Background: an optimization exercise with open tools, aiming at small area. Do not read the settings as production practice.
RTL that was checked went through simulation tests only; none was proved equivalent to the original.
For run 1, only the layout was checked, not whether the RTL still works.
Power is estimated from default activity; no workload was simulated.

===== design.v =====
package ball_pkg;
	localparam logic [9:0] SERVE_X = 10'd463;
	localparam logic [9:0] SERVE_Y = 10'd275;
	function automatic logic [5:0] touch_span(logic [5:0] e);
		logic [4:0] a;
		a = e[5] ? 5'(-e) : e[4:0];
		if (e == 6'b100000 || a > 5'd28) touch_span = 6'd0;
		else begin
			case (a)
				5'd0, 5'd1, 5'd2, 5'd3, 5'd4, 5'd5, 5'd6, 5'd7: touch_span = {1'b1, 5'd28};
				5'd8, 5'd9, 5'd10: touch_span = {1'b1, 5'd27};
				5'd11, 5'd12: touch_span = {1'b1, 5'd26};
				5'd13, 5'd14: touch_span = {1'b1, 5'd25};
				5'd15, 5'd16: touch_span = {1'b1, 5'd24};
				5'd17: touch_span = {1'b1, 5'd23};
				5'd18: touch_span = {1'b1, 5'd22};
				5'd19: touch_span = {1'b1, 5'd21};
				5'd20: touch_span = {1'b1, 5'd20};
				5'd21: touch_span = {1'b1, 5'd19};
				5'd22: touch_span = {1'b1, 5'd18};
				5'd23: touch_span = {1'b1, 5'd17};
				5'd24: touch_span = {1'b1, 5'd16};
				5'd25: touch_span = {1'b1, 5'd14};
				5'd26: touch_span = {1'b1, 5'd12};
				5'd27: touch_span = {1'b1, 5'd10};
				default: touch_span = {1'b1, 5'd7};
			endcase
		end
	endfunction
endpackage
`timescale 1ns/1ps
module move_tick (
	input  logic clk,
	input  logic rst,
	output logic tick
);
	logic [1:0] cnt;
	always_ff @(posedge clk) begin
		if (rst) cnt <= 2'd0;
		else cnt <= cnt + 2'd1;
	end
	assign tick = &cnt;
endmodule
`timescale 1ns/1ps
module ball_motion (
	input  logic       clk,
	input  logic       rst,
	input  logic       tick,
	input  logic       serve,
	input  logic       flip,
	output logic [9:0] x,
	output logic [9:0] y
);
	logic       lsb;         
	logic [9:1] xh;
	logic [8:1] yh;
	logic       east;
	logic       south;
	logic       srv_east;    
	logic       srv_south;
	assign x = {xh, lsb};
	assign y = {1'b0, yh, lsb};
	logic wall_x;
	logic wall_y;
	assign wall_x = (~x[9] & ~x[8] & ~x[6] & ~x[5] & ~x[0]) |    
		(x[9] & x[7] & x[3] & x[2] & x[0]);                      
	assign wall_y = (~y[8] & ~y[7] & ~y[6] & ~y[4] & ~y[1] & ~y[0]) |   
		(y[8] & y[7] & y[6] & y[5] & y[4] & y[2] & y[1]);            
	logic east_n;
	logic south_n;
	assign east_n = east ^ wall_x ^ flip;
	assign south_n = south ^ wall_y;
	logic       ld;
	logic       xen, yen;
	logic [9:1] xt;
	logic [8:1] yt;
	assign ld = rst | serve;
	assign xen = tick & ~(east_n ^ lsb);
	assign yen = tick & ~(south_n ^ lsb);
	always_comb begin
		xt[1] = xen;
		for (int i = 2; i <= 9; i++) xt[i] = xt[i-1] & ~(xh[i-1] ^ east_n);
		yt[1] = yen;
		for (int i = 2; i <= 8; i++) yt[i] = yt[i-1] & ~(yh[i-1] ^ south_n);
	end
	always_ff @(posedge clk) begin
		if (ld) begin
			lsb <= ball_pkg::SERVE_X[0];
			xh <= ball_pkg::SERVE_X[9:1];
			yh <= ball_pkg::SERVE_Y[8:1];
		end else begin
			lsb <= lsb ^ tick;
			xh <= xh ^ xt;
			yh <= yh ^ yt;
		end
	end
	always_ff @(posedge clk) begin
		if (rst) begin
			east <= 1'b0;
			south <= 1'b1;
			srv_east <= 1'b1;
			srv_south <= 1'b0;
		end else if (serve) begin
			east <= srv_east;
			south <= srv_south;
			srv_east <= ~srv_east;
			srv_south <= ~(srv_south ^ srv_east);
		end else if (tick) begin
			east <= east_n;
			south <= south_n;
		end
	end
endmodule
`timescale 1ns/1ps
module player_contact (
	input  logic       clk,
	input  logic       rst,
	input  logic       tick,
	input  logic [9:0] x,
	input  logic [9:0] y,
	input  logic [9:0] team1_pos,
	input  logic [9:0] team2_pos,
	output logic       flip
);
	logic [9:0] t;
	assign t = x[9] ? team2_pos : team1_pos;
	logic [5:0] e;
	assign e = {x[5] ^ x[4], ~x[4], x[3:0]};
	logic [3:0] k;
	logic       win;
	assign k = x[9:6] + {3'd0, x[5] | x[4]};
	assign win = (k == 4'd4) || (k == 4'd9);
	logic [5:0] span;
	assign span = ball_pkg::touch_span(e);
	logic [10:0] d;
	logic        s;
	logic [4:0]  m;
	logic        yin;
	logic        le;
	assign d = {1'b0, y} - {1'b0, t};
	assign s = d[10];
	assign m = d[4:0] ^ {5{s}};
	assign yin = (d[10:5] == {6{s}});
	assign le = ({1'b0, m} + {5'd0, s}) <= {1'b0, span[4:0]};
	logic touch;
	logic hit_latch;
	assign touch = win & span[5] & yin & le;
	assign flip = touch & ~hit_latch;
	always_ff @(posedge clk) begin
		if (rst) hit_latch <= 1'b0;
		else if (tick) hit_latch <= touch;
	end
endmodule
`timescale 1ns/1ps
module serve_control (
	input  logic       clk,
	input  logic       rst,
	input  logic [9:0] x,
	input  logic [9:0] y,
	input  logic [3:0] buttons,
	output logic       serve,
	output logic       score_team1,
	output logic       score_team2
);
	function automatic logic in_disc(logic [3:0] dx, logic [3:0] dy);
		in_disc = (dx < 4'd12) && (dy < 4'd12) && ({4'd0, dx} * {4'd0, dx} + {4'd0, dy} * {4'd0, dy} < 8'd144);
	endfunction
	logic [10:0] dx0, dx1, dx2, dyr, dyb;
	logic [3:0]  ax, ay;
	logic        nx, nyr, nyb;
	assign dx0 = {1'b0, x} - 11'd300;
	assign dx1 = {1'b0, x} - 11'd400;
	assign dx2 = {1'b0, x} - 11'd500;
	assign dyr = {1'b0, y} - 11'd100;
	assign dyb = {1'b0, y} - 11'd450;
	function automatic logic [4:0] near(logic [10:0] d);
		logic [10:0] a;
		a = d[10] ? -d : d;
		near = {a < 11'd12, a[3:0]};
	endfunction
	logic [4:0] n0, n1, n2, nr, nb;
	assign n0 = near(dx0);
	assign n1 = near(dx1);
	assign n2 = near(dx2);
	assign nr = near(dyr);
	assign nb = near(dyb);
	assign nx = n0[4] | n1[4] | n2[4];
	assign ax = n0[4] ? n0[3:0] : n1[4] ? n1[3:0] : n2[3:0];
	assign ay = nr[4] ? nr[3:0] : nb[3:0];
	logic disc;
	logic in_red;
	logic in_blue;
	assign disc = nx & in_disc(ax, ay);
	assign in_red = disc & nr[4];
	assign in_blue = disc & nb[4];
	always_ff @(posedge clk) begin
		if (rst) begin
			serve <= 1'b0;
			score_team1 <= 1'b0;
			score_team2 <= 1'b0;
		end else begin
			serve <= (&buttons) || ((in_blue || in_red) && !serve);
			score_team1 <= in_red && !serve;
			score_team2 <= in_blue && !serve;
		end
	end
endmodule
`timescale 1ns/1ps
module ball_controller (
	input  logic       clk,
	input  logic       rst,
	input  logic [9:0] team1_pos,
	input  logic [9:0] team2_pos,
	input  logic [3:0] buttons,
	output logic [19:0] ball_pos,
	output logic       score_team1,
	output logic       score_team2
);
	logic       tick;
	logic       serve;
	logic       flip;
	logic [9:0] x;
	logic [9:0] y;
	assign ball_pos = {x, y};
	move_tick move_tick_inst (
		.clk (clk),
		.rst (rst),
		.tick(tick)
	);
	ball_motion ball_motion_inst (
		.clk  (clk),
		.rst  (rst),
		.tick (tick),
		.serve(serve),
		.flip (flip),
		.x    (x),
		.y    (y)
	);
	player_contact player_contact_inst (
		.clk      (clk),
		.rst      (rst),
		.tick     (tick),
		.x        (x),
		.y        (y),
		.team1_pos(team1_pos),
		.team2_pos(team2_pos),
		.flip     (flip)
	);
	serve_control serve_control_inst (
		.clk        (clk),
		.rst        (rst),
		.x          (x),
		.y          (y),
		.buttons    (buttons),
		.serve      (serve),
		.score_team1(score_team1),
		.score_team2(score_team2)
	);
endmodule

===== run.sh =====
#!/bin/bash
# synth_recipe.tcl (not shown) runs the flow's synth.tcl, then flattens the netlist and writes it again
# the make line also repeats each setting of config.mk as NAME=value (left out here)
make -C /OpenROAD-flow-scripts/flow DESIGN_CONFIG=/design/flow/config.mk WORK_HOME=/design/flow/orfs CLKGATE_MAP_FILE= SYNTH_SCRIPT=/design/flow/synth_recipe.tcl finish

===== config.mk =====
export PLATFORM = sky130hd
export DESIGN_NAME = ball_controller
export DESIGN_NICKNAME = ball_controller
export VERILOG_FILES = /design/flow/design.v
export SDC_FILE = /design/flow/constraint.sdc
export NUM_CORES = 4
export LEC_CHECK = 0
export ABC_AREA = 1
export CAP_MARGIN = 20
export CORE_MARGIN = 2
export CORE_UTILIZATION = 40
export SLEW_MARGIN = 20

===== constraint.sdc =====
create_clock -name core_clock -period 25.0 [get_ports {clk}]
set_input_delay 5.0000 -clock core_clock [delete_from_list [all_inputs] [get_ports {clk}]]
set_output_delay 5.0000 -clock core_clock [all_outputs]
set_load 0.01 [all_outputs]

==> impl_metrics.csv, run 1 <==
group,metric,value,unit
status,run_status,"complete, no violations",
yosys,synth_area,0.00506,mm2
clock_tree,cts_setup_buffers,0,
place,io_buffers,46,
setup_path,slowest_delay,450,ps
clock_tree,clock-sinks,28,
finish,drive_above_1_share,6.66,%
yosys,synth_edf_count,0,
setup_path,cpMostUsedCell,"nand2_1",
global_routing,grt-ovfl-total,0,
yosys,synth_mux_area_share,2.18,%
detailed_routing,first_pass_iters,5,
sta,slew_violations,0,
clock_tree,holdBufCountCts,0,
yosys,synthDistinctLibCells,57,
detailed_routing,drc,0,
setup_path,crit_arrival,9440,ps
yosys,synth_top_family_by_area,"simple AND/OR/NAND/NOR gates",
detailed_routing,drtAntennaViolNets,0,
power,pwr_density_cell,39.5,mW/mm2
yosys,synthTopCellsByArea,"nand2_1 15%, ha_1 13%, dfxtp_1 11%, inv_1 8.0%, xor2_1 5.9%",
sta,worst_pin_slew,1000,ps
yosys,yosysTopAreaCell,"nand2_1",
floorplanning,die_area,0.0136,mm2
floorplanning,fp.dieW,116,um
setup_path,critPathBufInv,5,
yosys,synth_nets,897,
clock_tree,cts_resized,0,
detailed_routing,avgRoutedWirePerCell,12.6,um
yosys,synth_top_flop_cell,"dfxtp_1",
yosys,synth_simple_gate_area_share,35.7,%
min_path,holdCritPathClass,"reg2reg",
job,drv_cap,0,
yosys,yosys_warnings,4,
setup_path,crit_fanout,7,
detailed_routing,vias,5059,
sta,maxSlewHeadroom,33.0,%
yosys,synth.top_cell.area_share,14.8,%
global_routing,antenna_found_initial,0,
global_routing,grt_pass1_wl,21.8,mm
place,dp_hpwl,10.5,mm
setup_path,crit_path_start_kind,"input port",
yosys,synth_seq_cells,28,
floorplanning,core,0.0125,mm2
place,gp_congestion,0.879,
detailed_routing,drt_iter0_drc,211,
clock_tree,clk_latency,260,ps
yosys,postSynthCellCount,807,
power,vdd_ir_drop_max,0.0308,mV
clock_tree,cts-root-buf,"clkbuf_16",
setup_path,crit_required,25110,ps
yosys,synth_commonest_cells,"200 x nand2_1, 108 x inv_1, 75 x nor2_1",
detailed_routing,via_per_inst,4.99,
power,leakage,0.00285,uW
yosys,ys_async_sr_fraction,0,%
global_routing,grt_pass1_vias,4687,
clock_tree,clockBufferDepth,2,
clock_tree,cts_buffers,3,
sta,clock-skew-final,6.82,ps
setup_path,critPathTopFamily,"simple AND/OR/NAND/NOR gates",
finish,utilization,46.1,%
yosys,synth-compound-area-share,14.1,%
yosys,yosysMostFrequentCell,"nand2_1",
sta,fmax,107,MHz
floorplanning,die-height,116,um
clock_tree,h-tree-depth,1,
clock_tree,clk_pin_slew_worst_paths,80,ps
finish,antennaDiodeCount,0,
clock_tree,cts_tree,"built",
sta,fin_crit_sh,37.3,%
floorplanning,std_cell_rows,41,
floorplanning,pin_count,48,
setup_path,crit_path_end_kind,"flip-flop",
yosys,ys_seq_area_share,11.1,%
sta,hold_viol,0,
sta,setup_violations,0,
yosys,syn_area_per_cell,6.27,um2
sta,finalCriticalPeriod,9330,ps
sta,grt_setup_unrepaired,"no",
floorplanning,initial_utilization,40.6,%
setup_path,cp_slowest_cell,"clkdlybuf4s50_1",
finish,final_nets,932,
yosys,synth_xor_area_share,8.09,%
finish,area_delta_synth_final,13.5,%
detailed_routing,routed_wl,12.7,mm
global_routing,grtUsageTotal,19.7,%
global_routing,grt_max_degree,18,
yosys,synthAdderAreaFrac,17.6,%
setup_path,critPathKind,"in2reg",
sta,tns,0,ps
[routing by layer]
metal	vias up	part of all wire [%]	GRT usage [%]
li1	2689	-	-
met1	2274	49	26.5
met2	88	47	35.5
met3	8	2.6	1.30
met4	0	0.83	2.86
met5	-	0	0
[worst reg2reg max path: cells and delay by family, from the launching register on]
| family | cells | cell delay [ps] |
|---|---|---|
| compound gates | 3 | 840 |
| xor+xnor | 3 | 500 |
| fa+ha+maj | 6 | 2720 |
| buf+inv | 3 | 620 |
| flops | 1 | 650 |
| simple gates | 13 | 1890 |
[final cells by class]
type                            instances  area [um2]
Sequential cell                        28         561
Clock buffer                            3        75.1
Tap cell                              172         215
Multi-Input combinational cell        641        3930
Fill cell                            1336        6720
Timing Repair Buffer                   48         475
Clock inverter                          1        30.0
Inverter                              120         452
[final timing paths]
check	from	to	slack, ps	cells past startpoint
worst max-delay path	team2_pos[0]	ball_motion_inst.xh[6]$_SDFF_PP1_	15670	35
worst min-delay path	move_tick_inst.cnt[0]$_SDFF_PP0_	move_tick_inst.cnt[0]$_SDFF_PP0_	430	1
worst max register to register	ball_motion_inst.xh[4]$_SDFF_PP0_	serve_control_inst.serve$_SDFF_PP0_	17650	28
worst min register to register	move_tick_inst.cnt[0]$_SDFF_PP0_	move_tick_inst.cnt[0]$_SDFF_PP0_	430	1
[logic make-up after synthesis]
family | count (synthesis)
compound gates | 120
xor+xnor | 45
mux | 11
flops | 28
buf+inv | 138
simple gates | 400
other cells | 1
fa+ha+maj | 64
[flip-flops by register name, indices dropped and copies added, names as in the netlist]
| name | flops |
|---|---|
| serve_control_inst.serve | 1 |
| move_tick_inst.cnt | 2 |
| ball_motion_inst.srv_south | 1 |
| ball_motion_inst.south | 1 |
| serve_control_inst.score_team2 | 1 |
| ball_motion_inst.srv_east | 1 |
| player_contact_inst.hit_latch | 1 |
| ball_motion_inst.xh | 9 |
| serve_control_inst.score_team1 | 1 |
| ball_motion_inst.lsb | 1 |
| ball_motion_inst.east | 1 |
| ball_motion_inst.yh | 8 |
[power by group]
group	switching [uW]	internal (uW)
registers	1.50	45.5
clock network	16.4	31.9
logic	74.9	56.5
total	92.8	134
[layout by cell type, fill, tap and decap left out, types with 11 or more instances in the layout]
| master | count |
|---|---|
| nand4_1 | 17 |
| mux2i_1 | 11 |
| nor2_1 | 75 |
| nand2_1 | 200 |
| inv_1 | 108 |
| dfxtp_1 | 28 |
| o21ai_0 | 49 |
| nand3_1 | 59 |
| nand2_2 | 12 |
| ha_1 | 52 |
| fa_1 | 12 |
| clkdlybuf4s50_1 | 46 |
| xor2_1 | 34 |
| a21oi_1 | 32 |
[through the flow]
step | hold WS, ps | total power, uW | instance area [um2] | setup slack (ps) | cells
floorplan | 399 | 154 | 5060 | 16350 | 807
global placement | 417 | 180 | 5640 | 15530 | 1009
detailed placement | 420 | 182 | 5640 | 15410 | 1009
CTS | 431 | 231 | 5740 | 15670 | 1013
global route | 458 | 254 | 5740 | 15140 | 1013
finish | 427 | 227 | 5740 | 15670 | 1013
==> run 2: changes to the inputs <==
--- a/design.v
+++ b/design.v
@@ -162,37 +162,53 @@
 	output logic       score_team1,
 	output logic       score_team2
 );
-	function automatic logic in_disc(logic [3:0] dx, logic [3:0] dy);
-		in_disc = (dx < 4'd12) && (dy < 4'd12) && ({4'd0, dx} * {4'd0, dx} + {4'd0, dy} * {4'd0, dy} < 8'd144);
-	endfunction
-	logic [10:0] dx0, dx1, dx2, dyr, dyb;
-	logic [3:0]  ax, ay;
-	logic        nx, nyr, nyb;
-	assign dx0 = {1'b0, x} - 11'd300;
-	assign dx1 = {1'b0, x} - 11'd400;
-	assign dx2 = {1'b0, x} - 11'd500;
-	assign dyr = {1'b0, y} - 11'd100;
-	assign dyb = {1'b0, y} - 11'd450;
-	function automatic logic [4:0] near(logic [10:0] d);
-		logic [10:0] a;
-		a = d[10] ? -d : d;
-		near = {a < 11'd12, a[3:0]};
-	endfunction
-	logic [4:0] n0, n1, n2, nr, nb;
-	assign n0 = near(dx0);
-	assign n1 = near(dx1);
-	assign n2 = near(dx2);
-	assign nr = near(dyr);
-	assign nb = near(dyb);
-	assign nx = n0[4] | n1[4] | n2[4];
-	assign ax = n0[4] ? n0[3:0] : n1[4] ? n1[3:0] : n2[3:0];
-	assign ay = nr[4] ? nr[3:0] : nb[3:0];
-	logic disc;
+	logic colv, red_win, blue_win, disc;
+	logic [2:0] k;
+	logic [4:0] ex;
+	logic [4:0] ey;
+	assign k = {~x[5] | x[6], x[5] & ~x[6], x[5]};
+	assign ex = {x[4:2] - k, x[1:0]};
+	assign ey = y[4:0] - (red_win ? 5'd4 : 5'd2);
+	assign colv = (x[8] & x[7] & x[6] & x[5]) |
+		(~x[9] & x[7] & ~x[6] & ~x[5]) |
+		(x[8] & ~x[7] & ~x[6] & x[5]);
+	assign red_win = (~y[8] & ~y[7] & ~y[5] & y[4]) |
+		(~y[8] & ~y[7] & y[6] & y[5] & ~y[4]);
+	assign blue_win = (y[8] & y[7] & y[6] & ~y[5] & ~y[4]) |
+		(y[8] & y[7] & y[5] & y[4]);
+	assign disc = (~ey[4] & ~ey[3] & ~ex[4] & ~ex[3]) |
+		(~ey[4] & ~ey[3] & ex[4] & ex[3]) |
+		(ey[4] & ey[3] & ~ex[4] & ~ex[3]) |
+		(ey[4] & ey[3] & ex[4] & ex[3]) |
+		(~ey[4] & ~ey[3] & ~ey[0] & ~ex[4] & ~ex[2]) |
+		(~ey[4] & ~ey[2] & ex[4] & ex[3] & ex[2]) |
+		(ey[4] & ey[2] & ey[1] & ~ex[4] & ~ex[3]) |
+		(ey[3] & ~ey[2] & ~ex[4] & ~ex[3] & ~ex[2]) |
+		(ey[4] & ey[3] & ey[2] & ~ex[4] & ~ex[2]) |
+		(~ey[4] & ~ey[3] & ex[4] & ex[2] & ex[1]) |
+		(~ey[4] & ~ey[2] & ~ey[1] & ex[4] & ex[3]) |
+		(~ey[4] & ~ey[2] & ~ey[0] & ~ex[4] & ~ex[3]) |
+		(ey[4] & ey[3] & ~ex[4] & ~ex[2] & ~ex[1]) |
+		(~ey[4] & ~ey[3] & ~ex[4] & ~ex[2] & ~ex[1]) |
+		(ey[4] & ey[3] & ey[2] & ey[0] & ~ex[3] & ex[2]) |
+		(ey[4] & ey[2] & ey[0] & ex[4] & ex[3] & ex[2]) |
+		(~ey[3] & ey[2] & ey[1] & ex[4] & ex[3] & ex[1]) |
+		(ey[4] & ey[3] & ey[1] & ~ex[3] & ex[2] & ex[1]) |
+		(~ey[4] & ~ey[2] & ~ey[1] & ~ex[4] & ~ex[3]) |
+		(~ey[4] & ~ey[3] & ~ey[2] & ex[3] & ~ex[2]) |
+		(ey[4] & ey[2] & ~ex[4] & ~ex[3] & ~ex[2] & ex[0]) |
+		(~ey[4] & ~ey[3] & ~ey[2] & ~ex[3] & ex[2] & ex[0]) |
+		(ey[4] & ey[3] & ey[1] & ~ex[4] & ~ex[2] & ~ex[0]) |
+		(ey[4] & ey[2] & ey[1] & ey[0] & ex[4] & ex[3]) |
+		(ey[3] & ~ey[2] & ~ey[0] & ex[4] & ex[3] & ex[1]) |
+		(ey[4] & ey[3] & ey[2] & ~ex[3] & ex[2] & ex[1]) |
+		(ey[4] & ey[3] & ey[0] & ~ex[3] & ex[2] & ex[1]) |
+		(~ey[3] & ey[2] & ey[1] & ex[4] & ex[3] & ex[2]) |
+		(~ey[4] & ~ey[2] & ~ey[1] & ~ey[0] & ~ex[4] & ~ex[2] & ~ex[1]);
 	logic in_red;
 	logic in_blue;
-	assign disc = nx & in_disc(ax, ay);
-	assign in_red = disc & nr[4];
-	assign in_blue = disc & nb[4];
+	assign in_red = colv & red_win & disc;
+	assign in_blue = colv & blue_win & disc;
 	always_ff @(posedge clk) begin
 		if (rst) begin
 			serve <= 1'b0;
==> flow/run.sh (new file) <==
#!/bin/bash
# Own layout flow: the standard flow, with two changes.
# 1. Synthesis: the standard synthesis script (same passes, same flip-flop
#    mapping, so the same registers) but without the full/half-adder
#    extraction and the Kogge-Stone carry map, and with a stronger
#    area-oriented ABC script for the combinational logic.
# 2. Port buffers use the smallest buffer cell (buf_1) instead of the
#    default pick (every input and output port still gets its buffer), and
#    the clock tree uses clkbuf_8 without a dummy balancing load.
set -euo pipefail
W=$(pwd)
S=$W/myscripts
rm -rf "$S"
cp -r "$FLOW_HOME/scripts" "$S"
python3 - "$S" "$W/flow/abc_area.script" <<'PY'
import sys, re
s = sys.argv[1]
p = s + '/synth.tcl'
t = open(p).read()
a = t.index('# Technology mapping of adders')
b = t.index('# Technology mapping of latches')
t = t[:a] + t[b:]
t = t.replace('"-extra-map $::env(FLOW_HOME)/platforms/common/lcu_kogge_stone.v"', '""')
open(p, 'w').write(t)
open(s + '/abc_area.script', 'w').write(open(sys.argv[2]).read())
PY
bash standard.sh SCRIPTS_DIR="$S" ABC_AREA=1 synth > synth.log 2>&1
bash standard.sh BUFFER_PORTS_ARGS="-buffer_cell sky130_fd_sc_hd__buf_1" \
	CTS_ARGS="-sink_clustering_enable -repair_clock_nets -buf_list sky130_fd_sc_hd__clkbuf_8 -dont_use_dummy_load -sink_clustering_size 40 -sink_clustering_max_diameter 400" \
	> layout.log 2>&1
==> flow/abc_area.script (new file) <==
strash
dc2
&get -n
&deepsyn -T 30
&put
dc2
&get -n
&dch -f
&nf -R 1000
&put
==> standard.sh (new file) <==
#!/bin/bash
# synth_recipe.tcl (not shown) runs the flow's synth.tcl, then flattens the netlist and writes it again
# the make line also repeats each setting of config.mk as NAME=value (left out here)
make -C /OpenROAD-flow-scripts/flow DESIGN_CONFIG=/design/flow/config.mk WORK_HOME=/design/flow/orfs CLKGATE_MAP_FILE= SYNTH_SCRIPT=/design/flow/synth_recipe.tcl "${@:-finish}"
--- a/config.mk
+++ b/config.mk
@@ -9,4 +9,5 @@
 export CAP_MARGIN = 20
 export CORE_MARGIN = 2
 export CORE_UTILIZATION = 40
+export CTS_BUF_LIST = sky130_fd_sc_hd__clkbuf_8
 export SLEW_MARGIN = 20
removed: run.sh
==> run 2 against run 1 <==
  * Flip-flop and latch count unchanged
  * Register-to-register slack better by 1100 ps
  * Synthesized cell count shrank 62%
  * Clock skew increased by 14 ps
  * Combinational power down 88%
  * Total power is 61% lower
  * Sequential power barely moved
  * Wire length decreased by 55%
  * Sequential share of layout area up 13 points
  * Die area shrank 56%
  * Critical path depth shrank 9
  * Critical path type unchanged
  * Largest power group is now registers
  * Highest routed layer unchanged
==> impl_metrics.csv, run 2 <==
group,metric,value,unit
yosys,synth_commonest_cells,"39 x nor2_1, 35 x nand2_1, 33 x o21ai_0",
yosys,synth.top_cell.area_share,26.1,%
finish,layoutNonFillerInstCount,422,
finish,final_nets,380,
setup_path,crit_end,"ball_motion_inst.xh[9]$_SDFF_PP0_",
sta,slew_violations,0,
global_routing,grt-ovfl-total,0,
place,gp_congestion,0.797,
detailed_routing,drtAntennaViolNets,0,
floorplanning,die-height,77.3,um
finish,drive_above_1_share,0.852,%
setup_path,cp_slowest_cell,"maj3_1",
clock_tree,clk_pin_slew_worst_paths,110,ps
clock_tree,cts_setup_buffers,0,
place,place_area,0.00239,mm2
clock_tree,h-tree-depth,1,
status,run_status,"complete, no violations",
yosys,postSynthCellCount,306,
detailed_routing,first_pass_iters,4,
clock_tree,clock-sinks,28,
place,io_buffers,46,
sta,clock-skew-final,20.6,ps
job,drv_cap,0,
yosys,synth_edf_count,0,
sta,tns,0,ps
sta,grt_setup_unrepaired,"no",
setup_path,rrSetupSlack,18720,ps
detailed_routing,vias,2343,
sta,fin_crit_sh,40.1,%
detailed_routing,routed_wl,5.68,mm
setup_path,crit_path_end_kind,"flip-flop",
place,place_ws,14740,ps
yosys,synth_area,0.00215,mm2
detailed_routing,drc,0,
global_routing,grtUsageTotal,19.3,%
finish,layout_commonest_cell,"buf_1",
clock_tree,cts_tree,"built",
clock_tree,cts_resized,0,
sta,maxSlewHeadroom,41.6,%
sta,fmax,99.7,MHz
setup_path,timing.rr.start,"ball_motion_inst.xh[9]$_SDFF_PP0_",
yosys,synth_nets,332,
setup_path,critPathTopFamily,"simple AND/OR/NAND/NOR gates",
yosys,yosysMostFrequentCell,"nor2_1",
clock_tree,clk_latency,290,ps
place,dp_hpwl,4.27,mm
yosys,yosys_warnings,4,
sta,hold_viol,0,
finish,reg_top3,"ball_motion_inst.xh x9, ball_motion_inst.yh x8, move_tick_inst.cnt x2",
setup_path,slowest_delay,460,ps
clock_tree,cts-root-buf,"clkbuf_8",
setup_path,crit_start,"team2_pos[1]",
sta,worst_pin_slew,875,ps
detailed_routing,via_per_inst,5.55,
yosys,synthTopCellsByArea,"dfxtp_1 26%, o21ai_0 7.7%, a21oi_1 7.2%, nor2_1 6.8%, nand2_1 6.1%",
global_routing,grt_pass1_vias,2069,
clock_tree,cts_buffers,3,
floorplanning,initial_utilization,41.8,%
min_path,holdCritPathClass,"reg2reg",
power,leakage,0.000767,uW
yosys,synthDistinctLibCells,39,
global_routing,antenna_found_initial,0,
setup_path,ff2ff_path_depth,25,
power,pwr_density_cell,36.2,mW/mm2
finish,largest_register_ffs,9,
detailed_routing,drt_iter0_drc,152,
sta,setup_ws,14970,ps
clock_tree,clockBufferDepth,2,
setup_path,crit_path_start_kind,"input port",
yosys,yosysTopAreaCell,"dfxtp_1",
setup_path,critPathKind,"in2reg",
finish,fillers,559,
yosys,synth_seq_cells,28,
finish,area_delta_synth_final,13.0,%
yosys,ys_seq_area_share,26.1,%
place,placedCellCount,419,
setup_path,r2r-end,"ball_motion_inst.xh[9]$_SDFF_PP0_",
finish,antennaDiodeCount,0,
floorplanning,pin_count,48,
finish,finish.instance_area,0.00243,mm2
global_routing,grt_pass1_wl,9.67,mm
setup_path,cp.depth,26,
setup_path,crit_required,25200,ps
setup_path,crit_fanout,7,
yosys,ys_async_sr_fraction,0,%
finish,top_register,"ball_motion_inst.xh",
floorplanning,fp.dieW,77.3,um
setup_path,crit_arrival,10240,ps
sta,finalCriticalPeriod,10030,ps
sta,setup_violations,0,
power,vdd_ir_drop_max,0.0237,mV
floorplanning,die_area,0.00598,mm2
yosys,synth_top_flop_cell,"dfxtp_1",
floorplanning,std_cell_rows,26,
yosys,syn_area_per_cell,7.02,um2
detailed_routing,avgRoutedWirePerCell,13.5,um
setup_path,critPathBufInv,1,
clock_tree,holdBufCountCts,0,
floorplanning,core,0.00514,mm2
global_routing,grt_max_degree,25,
finish,layout_common_cells,"46 x buf_1, 39 x nor2_1, 35 x nand2_1",
[run 2: cell count changes in the layout (fill, tap and decap cells not counted), moves of 12 or more]
cell             change
buf_1               +46
clkdlybuf4s50_1     -46
fa_1                -12
ha_1                -52
inv_1              -108
nand2_1            -165
nand2_2             -12
nand3_1             -43
nand4_1             -13
nor2_1              -36
o21ai_0             -16
xor2_1              -19
[run 2: cell families (layout without fill, tap and decap cells)]
family	after synthesis	after routing	synth area share, %
flops	28	28	26.1
mux	11	11	5.18
simple gates	137	137	29.7
buf+inv	7	53	1.75
compound gates	91	91	24.3
fa+ha+maj	3	3	1.40
xor+xnor	28	28	11.4
other cells	1	1	0.174
[run 2: how the worst min path moves through the flow]
stage / startpoint / end / slack (ps) / depth (start not counted)
floorplan: move_tick_inst.cnt[0]$_SDFF_PP0_ / move_tick_inst.cnt[0]$_SDFF_PP0_ / 420 / 1
global placement: move_tick_inst.cnt[0]$_SDFF_PP0_ / move_tick_inst.cnt[0]$_SDFF_PP0_ / 440 / 1
detailed placement: move_tick_inst.cnt[0]$_SDFF_PP0_ / move_tick_inst.cnt[0]$_SDFF_PP0_ / 450 / 1
CTS: move_tick_inst.cnt[0]$_SDFF_PP0_ / move_tick_inst.cnt[0]$_SDFF_PP0_ / 480 / 1
global route: move_tick_inst.cnt[0]$_SDFF_PP0_ / move_tick_inst.cnt[0]$_SDFF_PP0_ / 490 / 1
finish: move_tick_inst.cnt[0]$_SDFF_PP0_ / move_tick_inst.cnt[0]$_SDFF_PP0_ / 470 / 1
[run 2: where the power goes]
part           switching (uW)  internal [uW]  total (uW)
Combinational            9.07           6.43        15.5
Sequential               1.81           45.4        47.3
Clock                    14.2           10.9        25.1
[run 2: final cells by class]
class / instances / area, um2 / area share [%]
Sequential cell: 28 / 561 / 23.1
Clock buffer: 3 / 41.3 / 1.70
Inverter: 4 / 15.0 / 0.618
Multi-Input combinational cell: 271 / 1550 / 63.9
Tap cell: 70 / 87.6 / 3.61
Timing Repair Buffer: 46 / 173 / 7.11
[run 2: routing by layer]
metal  global-route usage, %  up-vias  wire (um)
li1                        -     1206          -
met1                    27.6     1072       2780
met2                    31.2       60       2600
met3                    1.76        5        250
met4                    4.82        0         55
met5                       0        -          0
[run 2: per-stage QoR]
stage	utilization [%]	power (uW)	hold WS, ps
after floorplan	-	59.5	423
after global placement	46.4	63.7	439
after detailed placement	46.4	63.8	452
after CTS	47.2	88.1	476
after global routing	47.2	93.2	485
final	47.2	87.9	469
==> run 3: changes to the inputs <==
--- a/flow/run.sh
+++ b/flow/run.sh
@@ -26,5 +26,5 @@
 PY
 bash standard.sh SCRIPTS_DIR="$S" ABC_AREA=1 synth > synth.log 2>&1
 bash standard.sh BUFFER_PORTS_ARGS="-buffer_cell sky130_fd_sc_hd__buf_1" \
-	CTS_ARGS="-sink_clustering_enable -repair_clock_nets -buf_list sky130_fd_sc_hd__clkbuf_8 -dont_use_dummy_load -sink_clustering_size 40 -sink_clustering_max_diameter 400" \
+	CTS_ARGS="-sink_clustering_enable -repair_clock_nets -buf_list sky130_fd_sc_hd__clkbuf_8 -dont_use_dummy_load" \
 	> layout.log 2>&1
==> run 3 against run 2 <==
  * Still clean on timing, DRC and antenna
  * Clock power about the same
  * Global-route usage stayed put
  * Register-to-register slack about the same
  * Die area unchanged
  * Utilization unchanged
  * Largest power group unchanged
==> impl_metrics.csv, run 3 <==
group,metric,value,unit
status,run_status,"complete, no violations",
clock_tree,cts_setup_buffers,0,
yosys,synthTopCellsByArea,"dfxtp_1 26%, o21ai_0 7.7%, a21oi_1 7.2%, nor2_1 6.8%, nand2_1 6.1%",
clock_tree,cts_resized,0,
yosys,synth_commonest_cells,"39 x nor2_1, 35 x nand2_1, 33 x o21ai_0",
setup_path,r2r-end,"ball_motion_inst.xh[9]$_SDFF_PP0_",
sta,slew_violations,0,
yosys,yosysMostFrequentCell,"nor2_1",
yosys,synth_area,0.00215,mm2
detailed_routing,avgRoutedWirePerCell,13.5,um
sta,clock-skew-final,20.6,ps
finish,layout_commonest_cell,"buf_1",
floorplanning,initial_utilization,41.8,%
finish,drive_above_1_share,0.852,%
finish,area_delta_synth_final,13.0,%
clock_tree,cts-root-buf,"clkbuf_8",
finish,largest_register_ffs,9,
detailed_routing,vias,2343,
clock_tree,clockBufferDepth,2,
place,gp_congestion,0.797,
finish,top_register,"ball_motion_inst.xh",
sta,hold_viol,0,
detailed_routing,wl_met3,250,um
detailed_routing,m1WireLength,2.78,mm
yosys,postSynthCellCount,306,
floorplanning,die_area,0.00598,mm2
min_path,holdCritPathClass,"reg2reg",
floorplanning,std_cell_rows,26,
setup_path,crit_end,"ball_motion_inst.xh[9]$_SDFF_PP0_",
yosys,ys_seq_area_share,26.1,%
place,place_area,0.00239,mm2
sta,fmax,99.7,MHz
sta,tns,0,ps
power,pwr_density_cell,36.2,mW/mm2
setup_path,crit_required,25200,ps
floorplanning,fp.dieW,77.3,um
sta,grt_setup_unrepaired,"no",
power,vdd_ir_drop_max,0.0237,mV
finish,reg_top3,"ball_motion_inst.xh x9, ball_motion_inst.yh x8, move_tick_inst.cnt x2",
floorplanning,core,0.00514,mm2
clock_tree,cts_tree,"built",
finish,finish.instance_area,0.00243,mm2
setup_path,crit_path_end_kind,"flip-flop",
yosys,ys_async_sr_fraction,0,%
sta,fin_crit_sh,40.1,%
global_routing,grt-ovfl-total,0,
finish,final_nets,380,
setup_path,crit_start,"team2_pos[1]",
global_routing,grt_pass1_wl,9.67,mm
yosys,yosys_warnings,4,
detailed_routing,routed_wl,5.68,mm
place,dp_hpwl,4.27,mm
clock_tree,clock-sinks,28,
clock_tree,holdBufCountCts,0,
detailed_routing,via_per_inst,5.55,
yosys,synth_top_flop_cell,"dfxtp_1",
setup_path,crit_fanout,7,
detailed_routing,drt_iter0_drc,152,
floorplanning,die-height,77.3,um
clock_tree,clk_pin_slew_worst_paths,110,ps
detailed_routing,maxUsedRoutingLayer,"met4",
place,io_buffers,46,
sta,maxSlewHeadroom,41.6,%
global_routing,antenna_found_initial,0,
sta,finalCriticalPeriod,10030,ps
power,leakage,0.000767,uW
finish,antennaDiodeCount,0,
yosys,synth_edf_count,0,
global_routing,grtUsageTotal,19.3,%
detailed_routing,first_pass_iters,4,
job,drv_cap,0,
sta,fin_hold_ws,469,ps
setup_path,rrSetupSlack,18720,ps
global_routing,grt_max_degree,25,
yosys,synthDistinctLibCells,39,
yosys,yosysTopAreaCell,"dfxtp_1",
yosys,syn_area_per_cell,7.02,um2
finish,layout_common_cells,"46 x buf_1, 39 x nor2_1, 35 x nand2_1",
clock_tree,cts_buffers,3,
detailed_routing,drc,0,
setup_path,critPathKind,"in2reg",
yosys,synth_nets,332,
yosys,synth.top_cell.area_share,26.1,%
sta,worst_pin_slew,875,ps
setup_path,timing.rr.start,"ball_motion_inst.xh[9]$_SDFF_PP0_",
floorplanning,pin_count,48,
detailed_routing,drtAntennaViolNets,0,
clock_tree,h-tree-depth,1,
detailed_routing,wl_met2,2.60,mm
global_routing,grt_pass1_vias,2069,
setup_path,ff2ff_path_depth,25,
setup_path,crit_arrival,10240,ps
setup_path,crit_path_start_kind,"input port",
yosys,synth_seq_cells,28,
clock_tree,clk_latency,290,ps
sta,setup_violations,0,
run 3: worst min path at each step:
| stage | start | endpoint | slack, ps | cells past startpoint |
|---|---|---|---|---|
| finish | move_tick_inst.cnt[0]$_SDFF_PP0_ | move_tick_inst.cnt[0]$_SDFF_PP0_ | 470 | 1 |
| global route | move_tick_inst.cnt[0]$_SDFF_PP0_ | move_tick_inst.cnt[0]$_SDFF_PP0_ | 490 | 1 |
| CTS | move_tick_inst.cnt[0]$_SDFF_PP0_ | move_tick_inst.cnt[0]$_SDFF_PP0_ | 480 | 1 |
| detailed placement | move_tick_inst.cnt[0]$_SDFF_PP0_ | move_tick_inst.cnt[0]$_SDFF_PP0_ | 450 | 1 |
| global placement | move_tick_inst.cnt[0]$_SDFF_PP0_ | move_tick_inst.cnt[0]$_SDFF_PP0_ | 440 | 1 |
| floorplan | move_tick_inst.cnt[0]$_SDFF_PP0_ | move_tick_inst.cnt[0]$_SDFF_PP0_ | 420 | 1 |
run 3: critical path, stage by stage:
cell and delay (ps):
buf_1 70, mux2i_1 200, xor2_1 280, and2_0 230, nor2_1 80, maj3_1 390
maj3_1 430, maj3_1 460, nor2_1 130, a21oi_1 40, o21ai_0 280, nand2_1 120
a311oi_1 310, nand3_1 100, o21ai_0 80, nand2_1 120, nor2_1 120, xnor2_1 100
o21ai_0 380, nand2_1 170, nor3_1 270, and2_0 270, o2111ai_1 190, nor2_1 180
o21ai_0 90, a21oi_1 150
run 3: per-layer routing:
layer / vias to the layer above / global-route usage [%]
met5: - / 0
met4: 0 / 4.82
met3: 5 / 1.76
met2: 60 / 31.2
met1: 1072 / 27.6
li1: 1206 / -
run 3: area by class of cell:
cell class | count | area, um2
Sequential cell | 28 | 561
Clock buffer | 3 | 41.3
Fill cell | 559 | 2710
Multi-Input combinational cell | 271 | 1550
Tap cell | 70 | 87.6
Timing Repair Buffer | 46 | 173
Inverter | 4 | 15.0
run 3: cells by family (layout without fill, tap and decap cells):
kind of cell | Yosys count | count (layout) | synth area share (%)
muxes | 11 | 11 | 5.18
AOI/OAI and AO/OA | 91 | 91 | 24.3
adders and majority gates | 3 | 3 | 1.40
buffers and inverters | 7 | 53 | 1.75
xor gates and xnor gates | 28 | 28 | 11.4
and+or+nand+nor | 137 | 137 | 29.7
other | 1 | 1 | 0.174
DFF | 28 | 28 | 26.1
run 3: through the flow:
step | setup slack [ps] | utilization, % | cells | total power (uW)
final | 14970 | 47.2 | 422 | 87.9
after floorplan | 15430 | - | 306 | 59.5
after global routing | 14230 | 47.2 | 422 | 93.2
after CTS | 14990 | 47.2 | 422 | 88.1
after detailed placement | 14740 | 46.4 | 419 | 63.8
after global placement | 14960 | 46.4 | 419 | 63.7
run 3: where the power goes:
group	internal [uW]	total (uW)	switching (uW)
Clock	10.9	25.1	14.2
Sequential	45.4	47.3	1.81
Combinational	6.43	15.5	9.07
Total	62.7	87.9	25.1
==> run 4: changes to the inputs <==
==> flow/run.sh (replaced) <==
#!/bin/bash
# Own layout flow: the standard flow (standard.sh), with these changes.
# 1. Synthesis: the standard synthesis script (same passes and the same
#    flip-flop mapping, so the same registers) but without the full/half-adder
#    extraction and the Kogge-Stone carry map, and with area-oriented ABC
#    scripts for the combinational logic. Several ABC scripts (abc_*.script
#    here) are tried, each in its own ORFS work folder, and the smallest
#    netlist is kept and carried on through the rest of the flow.
# 2. Port buffers use the smallest buffer cell (buf_1) instead of the
#    default pick (every input and output port still gets its buffer), and
#    the clock tree uses clkbuf_8 without a dummy balancing load.
# Each tool's output goes to a log file in this folder.
set -euo pipefail
W=$(pwd)
F=$W/flow
prep() {
	# $1 scripts folder, $2 ABC script
	rm -rf "$1"
	cp -r "$FLOW_HOME/scripts" "$1"
	python3 - "$1" "$2" <<'PY'
import sys
s = sys.argv[1]
p = s + '/synth.tcl'
t = open(p).read()
a = t.index('# Technology mapping of adders')
b = t.index('# Technology mapping of latches')
t = t[:a] + t[b:]
t = t.replace('"-extra-map $::env(FLOW_HOME)/platforms/common/lcu_kogge_stone.v"', '""')
open(p, 'w').write(t)
open(s + '/abc_area.script', 'w').write(open(sys.argv[2]).read())
PY
}
area() {
	grep "Chip area for module" "$1/reports/sky130hd/ball_controller/base/synth_stat.txt" | awk '{print $NF}'
}
names=()
for a in "$F"/abc_*.script; do
	n=$(basename "$a" .script)
	names+=("$n")
	prep "$W/scripts_$n" "$a"
done
# run the trials, NUM_CORES at a time
pids=()
for n in "${names[@]}"; do
	bash standard.sh WORK_HOME="$W/try_$n" SCRIPTS_DIR="$W/scripts_$n" ABC_AREA=1 synth > "synth_$n.log" 2>&1 &
	pids+=($!)
	if (( ${#pids[@]} >= ${NUM_CORES:-4} )); then
		wait "${pids[0]}" || true
		pids=("${pids[@]:1}")
	fi
done
for p in "${pids[@]}"; do wait "$p" || true; done
best=""
bestarea=""
for n in "${names[@]}"; do
	if [[ -f "$W/try_$n/results/sky130hd/ball_controller/base/1_synth.odb" ]]; then
		ar=$(area "$W/try_$n")
		echo "$n $ar" >> synth_trials.log
		if [[ -z "$best" ]] || python3 -c "import sys; sys.exit(0 if $ar < $bestarea else 1)"; then
			best=$n; bestarea=$ar
		fi
	fi
done
echo "chosen $best $bestarea" >> synth_trials.log
rm -rf "$W/orfs"
mv "$W/try_$best" "$W/orfs"
for n in "${names[@]}"; do rm -rf "$W/try_$n"; done
bash standard.sh SCRIPTS_DIR="$W/scripts_$best" BUFFER_PORTS_ARGS="-buffer_cell sky130_fd_sc_hd__buf_1" \
	CTS_ARGS="-sink_clustering_enable -repair_clock_nets -buf_list sky130_fd_sc_hd__clkbuf_8 -dont_use_dummy_load" \
	> layout.log 2>&1
==> flow/abc_d0.script (new file) <==
strash
dc2
&get -n
&deepsyn -S 0 -T 30
&put
dc2
&get -n
&dch -f
&nf -R 1000
&put
==> flow/abc_d1.script (new file) <==
strash
dc2
&get -n
&deepsyn -S 1 -T 30
&put
dc2
&get -n
&dch -f
&nf -R 1000
&put
==> flow/abc_d2.script (new file) <==
strash
dc2
&get -n
&deepsyn -S 2 -T 30
&put
dc2
&get -n
&dch -f
&nf -R 1000
&put
==> flow/abc_d3.script (new file) <==
strash
dc2
&get -n
&deepsyn -S 3 -T 30
&put
dc2
&get -n
&dch -f
&nf -R 1000
&put
==> flow/abc_d4.script (new file) <==
strash
dc2
&get -n
&deepsyn -S 4 -T 30
&put
dc2
&get -n
&dch -f
&nf -R 1000
&put
==> flow/abc_d5.script (new file) <==
strash
dc2
&get -n
&deepsyn -S 5 -T 30
&put
dc2
&get -n
&dch -f
&nf -R 1000
&put
==> flow/abc_da.script (new file) <==
strash
dc2
&get -n
&deepsyn -T 30
&put
dc2
&get -n
&dch -f
&nf -p -a -C 32 -F 8 -A 8 -R 1000
&put
==> flow/abc_n.script (new file) <==
strash
dc2
&get -n
&dch -f
&nf -R 1000
&put
removed: flow/abc_area.script
==> run 4 against run 3 <==
  * Clock power decreased by 2%
  * Utilization decreased by 0.28 points
  * Area after synthesis decreased by 2.4%
  * Global-route usage decreased by 0.82 points
  * Clock skew decreased by 6.4 ps
  * Register-to-register slack got worse by 650 ps
==> impl_metrics.csv, run 4 <==
group,metric,value,unit
sta,tns,0,ps
status,run_status,"complete, no violations",
floorplanning,pin_count,48,
floorplanning,initial_utilization,41.3,%
place,dp_hpwl,4.00,mm
setup_path,ff2ff_path_depth,32,
place,gp_congestion,0.923,
sta,clock-skew-final,14.1,ps
setup_path,r2r-end,"ball_motion_inst.xh[9]$_SDFF_PP0_",
global_routing,grt_pass1_wl,9.15,mm
detailed_routing,routed_wl,5.30,mm
detailed_routing,drc,0,
finish,seq_area,561,um2
detailed_routing,drt_iter0_drc,108,
finish,area_delta_synth_final,13.7,%
setup_path,crit_required,25220,ps
yosys,ys_async_sr_fraction,0,%
setup_path,slowest_delay,800,ps
sta,fin_crit_sh,44.4,%
detailed_routing,avgRoutedWirePerCell,13.1,um
floorplanning,fp.dieW,76.4,um
floorplanning,core,0.00507,mm2
yosys,ys_seq_area_share,26.7,%
finish,finish.instance_area,0.00238,mm2
min_path,min-delay-start,"move_tick_inst.cnt[0]$_SDFF_PP0_",
finish,multi_input_area,0.00150,mm2
finish,antennaDiodeCount,0,
yosys,synthTopCellsByArea,"dfxtp_1 27%, a21oi_1 7.2%, o21ai_0 6.9%, xnor2_1 6.7%, nand2_1 6.4%",
sta,fmax,90.2,MHz
sta,grt_setup_unrepaired,"no",
sta,hold_viol,0,
detailed_routing,via_per_inst,5.47,
yosys,synth_edf_count,0,
yosys,yosysTopAreaCell,"dfxtp_1",
finish,utilization,47.0,%
clock_tree,holdBufCountCts,0,
sta,slew_violations,0,
setup_path,crit_path_start_kind,"input port",
finish,top_register,"ball_motion_inst.xh",
clock_tree,clk_pin_slew_worst_paths,100,ps
finish,largest_register_ffs,9,
finish,layout_commonest_cell,"buf_1",
finish,layout_common_cells,"46 x buf_1, 36 x nand2_1, 33 x nor2_1",
sta,maxSlewHeadroom,33.9,%
place,place_area,0.00234,mm2
clock_tree,clk_latency,280,ps
yosys,synth_commonest_cells,"36 x nand2_1, 33 x nor2_1, 30 x a21oi_1",
yosys,synth_nets,314,
sta,fin_hold_ws,462,ps
setup_path,critPathTopFamily,"compound AO/OA/AOI/OAI gates",
detailed_routing,first_pass_iters,4,
yosys,synth_top_flop_cell,"dfxtp_1",
min_path,min_to,"move_tick_inst.cnt[0]$_SDFF_PP0_",
floorplanning,die-height,76.4,um
min_path,holdCritPathClass,"reg2reg",
finish,reg_top3,"ball_motion_inst.xh x9, ball_motion_inst.yh x8, move_tick_inst.cnt x2",
yosys,syn_area_per_cell,7.28,um2
global_routing,antenna_found_initial,0,
setup_path,critPathKind,"in2reg",
yosys,postSynthCellCount,288,
finish,drive_above_1_share,1.19,%
yosys,synth_seq_cells,28,
global_routing,grt_max_degree,21,
power,power,90.5,uW
power,leakage,0.000794,uW
setup_path,crit_arrival,11310,ps
clock_tree,cts_resized,0,
floorplanning,die_area,0.00584,mm2
clock_tree,cts_buffers,3,
job,drv_cap,0,
setup_path,critPathBufInv,2,
global_routing,grt_pass1_vias,2060,
sta,setup_violations,0,
yosys,yosysMostFrequentCell,"nand2_1",
finish,final_nets,363,
sta,finalCriticalPeriod,11090,ps
clock_tree,clock-sinks,28,
finish,fillers,537,
setup_path,crit_fanout,8,
clock_tree,cts-root-buf,"clkbuf_8",
min_path,hold_depth,1,
power,vdd_ir_drop_max,0.0244,mV
setup_path,crit_path_end_kind,"flip-flop",
setup_path,cp_slowest_cell,"o21ai_0",
global_routing,grt-ovfl-total,0,
clock_tree,h-tree-depth,1,
clock_tree,cts_setup_buffers,0,
global_routing,grtUsageTotal,18.5,%
setup_path,rrSetupSlack,18070,ps
detailed_routing,vias,2216,
setup_path,timing.rr.start,"ball_motion_inst.xh[9]$_SDFF_PP0_",
setup_path,cpMostUsedCell,"o21ai_0",
yosys,synth_area,0.00210,mm2
yosys,synthDistinctLibCells,46,
place,io_buffers,46,
clock_tree,cts_tree,"built",
sta,worst_pin_slew,981,ps
yosys,yosys_warnings,4,
yosys,synth.top_cell.area_share,26.7,%
floorplanning,std_cell_rows,26,
detailed_routing,drtAntennaViolNets,0,
power,pwr_density_cell,38.0,mW/mm2
clock_tree,clockBufferDepth,2,
==> run 4: cell types whose count changed after synthesis, moves of 3 or more <==
cell / delta
nand3_1: -11
xor2_1: -3
nor2_1: -6
o21ai_0: -4
xnor2_1: +3
nand2b_1: +3
nor4_1: -3
a22oi_1: +4
o22ai_1: -3
==> run 4: power breakdown <==
part           switching (uW)  leakage [uW]  total (uW)  internal, uW
sequential               2.26      0.000227        47.8          45.5
combinational            10.3      0.000545        18.2          7.82
clock                    13.8     0.0000216        24.6          10.8
total                    26.4      0.000794        90.5          64.2
==> run 4: logic make-up (layout without fill, tap and decap cells) <==
| kind of cell | after synthesis | after routing | share of synthesized area (%) |
|---|---|---|---|
| AOI/OAI and AO/OA | 95 | 95 | 27.4 |
| and+or+nand+nor | 115 | 115 | 25.4 |
| buffers and inverters | 7 | 54 | 1.79 |
| DFF | 28 | 28 | 26.7 |
| xor gates and xnor gates | 28 | 28 | 11.7 |
| adders and majority gates | 3 | 3 | 1.43 |
| muxes | 11 | 11 | 5.31 |
| other | 1 | 1 | 0.179 |
==> run 4: final cells by class <==
class	instances	share of cell area, %
sequential	28	23.5
inverter	4	0.630
multi-input combinational	253	62.9
timing repair buffer	47	7.56
clock buffer	3	1.73
tap	70	3.67
==> run 4: stage by stage <==
stage | worst slack, ps | instances
finish | 13910 | 405
global route | 13000 | 405
CTS | 13920 | 405
detailed placement | 13660 | 402
global placement | 13810 | 402
floorplan | 14350 | 288
==> run 4: metal layers <==
metal / track usage (%) / up-vias / share of wire (%)
li1: - / 1152 / -
met1: 23.9 / 1011 / 48
met2: 31.9 / 47 / 47
met3: 2.49 / 6 / 3.4
met4: 5.82 / 0 / 1.3
met5: 0 / - / 0
==> run 4: worst max path at each step <==
stage,from,end,slack (ps),depth (start not counted)
3_5_place_dp,team2_pos[0],ball_motion_inst.xh[9]$_SDFF_PP0_,13660,32
2_1_floorplan,team2_pos[0],ball_motion_inst.xh[9]$_SDFF_PP0_,14350,32
5_1_grt,team1_pos[0],ball_motion_inst.xh[9]$_SDFF_PP0_,13000,32
4_1_cts,team2_pos[0],ball_motion_inst.xh[9]$_SDFF_PP0_,13920,32
6_report,team2_pos[0],ball_motion_inst.xh[9]$_SDFF_PP0_,13910,32
3_3_place_gp,team2_pos[0],ball_motion_inst.xh[9]$_SDFF_PP0_,13810,32
==> run 5: changes to the inputs <==
--- a/design.v
+++ b/design.v
@@ -32,7 +32,8 @@
 module move_tick (
 	input  logic clk,
 	input  logic rst,
-	output logic tick
+	output logic tick,
+	output logic first
 );
 	logic [1:0] cnt;
 	always_ff @(posedge clk) begin
@@ -40,6 +41,7 @@
 		else cnt <= cnt + 2'd1;
 	end
 	assign tick = &cnt;
+	assign first = (cnt == 2'd1);
 endmodule
 `timescale 1ns/1ps
 module ball_motion (
@@ -158,6 +160,7 @@
 	input  logic [9:0] x,
 	input  logic [9:0] y,
 	input  logic [3:0] buttons,
+	input  logic       first,
 	output logic       serve,
 	output logic       score_team1,
 	output logic       score_team2
@@ -209,16 +212,13 @@
 	logic in_blue;
 	assign in_red = colv & red_win & disc;
 	assign in_blue = colv & blue_win & disc;
-	always_ff @(posedge clk) begin
-		if (rst) begin
-			serve <= 1'b0;
-			score_team1 <= 1'b0;
-			score_team2 <= 1'b0;
-		end else begin
-			serve <= (&buttons) || ((in_blue || in_red) && !serve);
-			score_team1 <= in_red && !serve;
-			score_team2 <= in_blue && !serve;
-		end
+	logic btn;
+	assign score_team1 = in_red & first;
+	assign score_team2 = in_blue & first;
+	assign serve = btn | score_team1 | score_team2;
+	always_ff @(posedge clk) begin
+		if (rst) btn <= 1'b0;
+		else btn <= &buttons;
 	end
 endmodule
 `timescale 1ns/1ps
@@ -233,6 +233,7 @@
 	output logic       score_team2
 );
 	logic       tick;
+	logic       first;
 	logic       serve;
 	logic       flip;
 	logic [9:0] x;
@@ -241,7 +242,8 @@
 	move_tick move_tick_inst (
 		.clk (clk),
 		.rst (rst),
-		.tick(tick)
+		.tick (tick),
+		.first(first)
 	);
 	ball_motion ball_motion_inst (
 		.clk  (clk),
@@ -268,6 +270,7 @@
 		.x          (x),
 		.y          (y),
 		.buttons    (buttons),
+		.first      (first),
 		.serve      (serve),
 		.score_team1(score_team1),
 		.score_team2(score_team2)
--- a/flow/run.sh
+++ b/flow/run.sh
@@ -2,10 +2,11 @@
 # Own layout flow: the standard flow (standard.sh), with these changes.
 # 1. Synthesis: the standard synthesis script (same passes and the same
 #    flip-flop mapping, so the same registers) but without the full/half-adder
-#    extraction and the Kogge-Stone carry map, and with area-oriented ABC
-#    scripts for the combinational logic. Several ABC scripts (abc_*.script
-#    here) are tried, each in its own ORFS work folder, and the smallest
-#    netlist is kept and carried on through the rest of the flow.
+#    extraction and the Kogge-Stone carry map, and with an area-oriented ABC
+#    script (abc_template.script) for the combinational logic. The script's
+#    random restructuring (&deepsyn) is tried with SEEDS seeds, each in its
+#    own ORFS work folder, and the smallest netlist is kept and carried on
+#    through the rest of the flow.
 # 2. Port buffers use the smallest buffer cell (buf_1) instead of the
 #    default pick (every input and output port still gets its buffer), and
 #    the clock tree uses clkbuf_8 without a dummy balancing load.
@@ -33,11 +34,13 @@
 area() {
 	grep "Chip area for module" "$1/reports/sky130hd/ball_controller/base/synth_stat.txt" | awk '{print $NF}'
 }
+SEEDS=24
 names=()
-for a in "$F"/abc_*.script; do
-	n=$(basename "$a" .script)
+for i in $(seq 0 $((SEEDS - 1))); do
+	n=d$i
 	names+=("$n")
-	prep "$W/scripts_$n" "$a"
+	sed "s/@SEED@/$i/" "$F/abc_template.script" > "$W/abc_$n.script"
+	prep "$W/scripts_$n" "$W/abc_$n.script"
 done
 # run the trials, NUM_CORES at a time
 pids=()
@@ -64,7 +67,10 @@
 echo "chosen $best $bestarea" >> synth_trials.log
 rm -rf "$W/orfs"
 mv "$W/try_$best" "$W/orfs"
-for n in "${names[@]}"; do rm -rf "$W/try_$n"; done
+for n in "${names[@]}"; do
+	rm -rf "$W/try_$n"
+	[[ "$n" == "$best" ]] || rm -rf "$W/scripts_$n"
+done
 bash standard.sh SCRIPTS_DIR="$W/scripts_$best" BUFFER_PORTS_ARGS="-buffer_cell sky130_fd_sc_hd__buf_1" \
 	CTS_ARGS="-sink_clustering_enable -repair_clock_nets -buf_list sky130_fd_sc_hd__clkbuf_8 -dont_use_dummy_load" \
 	> layout.log 2>&1
==> flow/abc_template.script (new file) <==
strash
dc2
&get -n
&deepsyn -S @SEED@ -T 30
&put
dc2
&get -n
&dch -f
&nf -R 1000
&put
removed: flow/abc_d0.script
removed: flow/abc_d1.script
removed: flow/abc_d2.script
removed: flow/abc_d3.script
removed: flow/abc_d4.script
removed: flow/abc_d5.script
removed: flow/abc_da.script
removed: flow/abc_n.script
==> run 5 against run 4 <==
  * Clock power fell by 2%
  * Synthesized cell count fell by 2.8%
  * First-iteration DRC count rose by 80%
  * Still clean on timing, DRC and antenna
  * Sequential power fell by 8.2%
  * Sequential share of layout area fell by 1.3 points
  * Combinational power fell by 16%
  * Total power fell by 8.1%
  * Area after synthesis fell by 1.7%
  * Highest routed layer unchanged
  * Design area fell by 1.5%
==> impl_metrics.csv, run 5 <==
group,metric,value,unit
status,run_status,"complete, no violations",
sta,fin_crit_sh,43.4,%
setup_path,timing.rr.start,"ball_motion_inst.xh[9]$_SDFF_PP0_",
yosys,synth_area,0.00206,mm2
floorplanning,core,0.00504,mm2
setup_path,crit_path_end_kind,"flip-flop",
setup_path,critPathBufInv,1,
global_routing,antenna_found_initial,0,
finish,area_delta_synth_final,13.9,%
floorplanning,initial_utilization,40.9,%
setup_path,rrSetupSlack,17900,ps
place,place_ws,13890,ps
sta,fmax,92.2,MHz
setup_path,crit_required,25200,ps
finish,utilization,46.6,%
setup_path,crit_path_start_kind,"input port",
detailed_routing,drtAntennaViolNets,0,
power,pwr_density_cell,35.4,mW/mm2
clock_tree,cts-root-buf,"clkbuf_8",
clock_tree,cts_resized,0,
min_path,holdCritPathClass,"reg2reg",
sta,setup_violations,0,
clock_tree,clk_latency,280,ps
detailed_routing,routed_wl,4.99,mm
sta,tns,0,ps
floorplanning,die_area,0.00574,mm2
clock_tree,cts_setup_buffers,0,
yosys,synthTopCellsByArea,"dfxtp_1 25%, xnor2_1 9.8%, xor2_1 7.2%, a21oi_1 6.8%, nand2_1 6.4%",
finish,layout_common_cells,"46 x buf_1, 35 x nand2_1, 34 x nor2_1",
place,place_area,0.00231,mm2
finish,reg_top3,"ball_motion_inst.xh x9, ball_motion_inst.yh x8, move_tick_inst.cnt x2",
floorplanning,std_cell_rows,26,
setup_path,cp.depth,29,
place,dp_hpwl,3.75,mm
detailed_routing,drc,0,
detailed_routing,via_per_inst,5.23,
global_routing,grt_max_degree,20,
clock_tree,clock-sinks,26,
floorplanning,pin_count,48,
sta,setup_ws,14150,ps
global_routing,grtUsageTotal,17.7,%
power,leakage,0.000785,uW
sta,finalCriticalPeriod,10850,ps
detailed_routing,vias,2077,
setup_path,critPathKind,"in2reg",
finish,layout_commonest_cell,"buf_1",
yosys,synth_edf_count,0,
finish,largest_register_ffs,9,
detailed_routing,avgRoutedWirePerCell,12.6,um
yosys,yosysTopAreaCell,"dfxtp_1",
detailed_routing,first_pass_iters,4,
finish,top_register,"ball_motion_inst.xh",
setup_path,critPathTopFamily,"compound AO/OA/AOI/OAI gates",
yosys,synth_seq_cells,26,
clock_tree,clk_pin_slew_worst_paths,80,ps
global_routing,grt_pass1_vias,1791,
setup_path,crit_end,"ball_motion_inst.xh[9]$_SDFF_PP0_",
yosys,postSynthCellCount,280,
sta,grt_setup_unrepaired,"no",
yosys,synth_commonest_cells,"35 x nand2_1, 34 x nor2_1, 28 x a21oi_1",
finish,antennaDiodeCount,0,
detailed_routing,drt_iter0_drc,194,
sta,slew_violations,0,
yosys,yosys_warnings,4,
power,vdd_ir_drop_max,0.0216,mV
finish,drive_above_1_share,1.22,%
yosys,synthDistinctLibCells,44,
setup_path,cp_slowest_cell,"maj3_1",
yosys,syn_area_per_cell,7.36,um2
finish,finish.instance_area,0.00235,mm2
sta,hold_viol,0,
yosys,ys_seq_area_share,25.3,%
global_routing,grt-ovfl-total,0,
clock_tree,cts_buffers,3,
job,drv_cap,0,
yosys,synth_top_flop_cell,"dfxtp_1",
finish,multi_input_area,0.00151,mm2
setup_path,crit_start,"team2_pos[0]",
yosys,synth.top_cell.area_share,25.3,%
floorplanning,die-height,75.8,um
sta,maxSlewHeadroom,43.4,%
place,io_buffers,46,
yosys,yosysMostFrequentCell,"nand2_1",
clock_tree,h-tree-depth,1,
clock_tree,cts_tree,"built",
setup_path,slowest_delay,410,ps
floorplanning,fp.dieW,75.8,um
global_routing,grt_pass1_wl,8.02,mm
yosys,ys_async_sr_fraction,0,%
setup_path,crit_arrival,11050,ps
setup_path,cpMostUsedCell,"a21oi_1",
finish,fillers,513,
finish,final_nets,355,
setup_path,crit_fanout,8,
sta,clock-skew-final,11.0,ps
sta,worst_pin_slew,847,ps
power,power,83.2,uW
setup_path,ff2ff_path_depth,28,
clock_tree,clockBufferDepth,2,
setup_path,r2r-end,"ball_motion_inst.xh[9]$_SDFF_PP0_",
yosys,synth_nets,306,
clock_tree,holdBufCountCts,0,
finish,seq_area,520,um2
place,gp_congestion,0.802,
[run 5: worst min-delay path, stage by stage, from the launching register on]
cell and delay, ps:
dfxtp_1 330, nand2_1 50, o31ai_1 50
[run 5: kinds of logic (layout without fill, tap and decap cells)]
| logic type | count (synthesis) | after routing | share of synthesized area (%) |
|---|---|---|---|
| other | 1 | 1 | 0.182 |
| xor gates and xnor gates | 40 | 40 | 17.0 |
| buffers and inverters | 6 | 53 | 1.64 |
| muxes | 11 | 11 | 5.34 |
| AOI/OAI and AO/OA | 79 | 79 | 23.3 |
| and+or+nand+nor | 113 | 113 | 25.3 |
| DFF | 26 | 26 | 25.3 |
| adders and majority gates | 4 | 4 | 1.94 |
[run 5: where the power goes]
group | switching (uW) | internal [uW] | leakage [uW]
clock network | 13.2 | 10.8 | 0.0000216
logic | 8.39 | 6.90 | 0.000552
registers | 1.65 | 42.2 | 0.000211
total | 23.2 | 59.9 | 0.000785
[run 5: area by class of cell]
class | instances | share of cell area [%]
Timing Repair Buffer | 47 | 7.68
Inverter | 3 | 0.480
Tap cell | 70 | 3.73
Sequential cell | 26 | 22.2
Multi-Input combinational cell | 248 | 64.2
Clock buffer | 3 | 1.76
[run 5: stage by stage]
| stage | hold WS [ps] | instances |
|---|---|---|
| 6_report | 457 | 397 |
| 5_1_grt | 500 | 397 |
| 4_1_cts | 455 | 397 |
| 3_5_place_dp | 434 | 394 |
| 3_3_place_gp | 436 | 394 |
| 2_1_floorplan | 420 | 280 |
[run 5: how the worst min path moves through the flow]
| stage | startpoint | endpoint | slack, ps | depth (start not counted) |
|---|---|---|---|---|
| floorplan | player_contact_inst.hit_latch$_SDFFE_PP0P_ | player_contact_inst.hit_latch$_SDFFE_PP0P_ | 420 | 2 |
| global placement | player_contact_inst.hit_latch$_SDFFE_PP0P_ | player_contact_inst.hit_latch$_SDFFE_PP0P_ | 440 | 2 |
| detailed placement | player_contact_inst.hit_latch$_SDFFE_PP0P_ | player_contact_inst.hit_latch$_SDFFE_PP0P_ | 430 | 2 |
| CTS | player_contact_inst.hit_latch$_SDFFE_PP0P_ | player_contact_inst.hit_latch$_SDFFE_PP0P_ | 450 | 2 |
| global route | ball_motion_inst.srv_east$_SDFFE_PP1P_ | ball_motion_inst.srv_east$_SDFFE_PP1P_ | 500 | 2 |
| finish | player_contact_inst.hit_latch$_SDFFE_PP0P_ | player_contact_inst.hit_latch$_SDFFE_PP0P_ | 460 | 2 |
[run 5: metal layers]
| metal | track usage, % | vias up | wire [um] |
|---|---|---|---|
| li1 | - | 1104 | - |
| met1 | 25.4 | 909 | 2510 |
| met2 | 28.1 | 59 | 2230 |
| met3 | 1.72 | 5 | 197 |
| met4 | 5.46 | 0 | 51 |
| met5 | 0 | - | 0 |

==> afterwards: timing with drivers on the ports <==
In the flow no input, the clock included, has a driving cell. The finished layouts below were timed again as built, in two steps. Step 1 (the two cells are an assumption about what drives the block):
set clk [get_ports {clk}]
set_driving_cell -lib_cell sky130_fd_sc_hd__clkbuf_16 $clk
set_driving_cell -lib_cell sky130_fd_sc_hd__buf_2 [delete_from_list [all_inputs] $clk]
Step 2 adds t to the input delays and takes it off the output delays; t is the mean of the earliest and latest rising clock arrival at the registers after step 1. Input paths then give back, and output paths get back, about the clock's delay inside the block. Slacks: ideal / step 1 / step 2; pairs: ideal / step 1.
run	t (ns)	slack for setup (ns)	worst setup path at the end	worst register clock-pin slew, ns
run 1	0.289	15.674 / 15.679 / 15.389	input to register	0.08 / 0.08
run 2	0.302	14.967 / 14.974 / 14.671	input to register	0.11 / 0.11
run 3	0.302	14.967 / 14.974 / 14.671	input to register	0.11 / 0.11
run 4	0.299	13.911 / 13.916 / 13.617	input to register	0.10 / 0.10
run 5	0.294	14.155 / 14.158 / 13.863	input to register	0.09 / 0.09
After both steps every run listed still meets setup and hold.
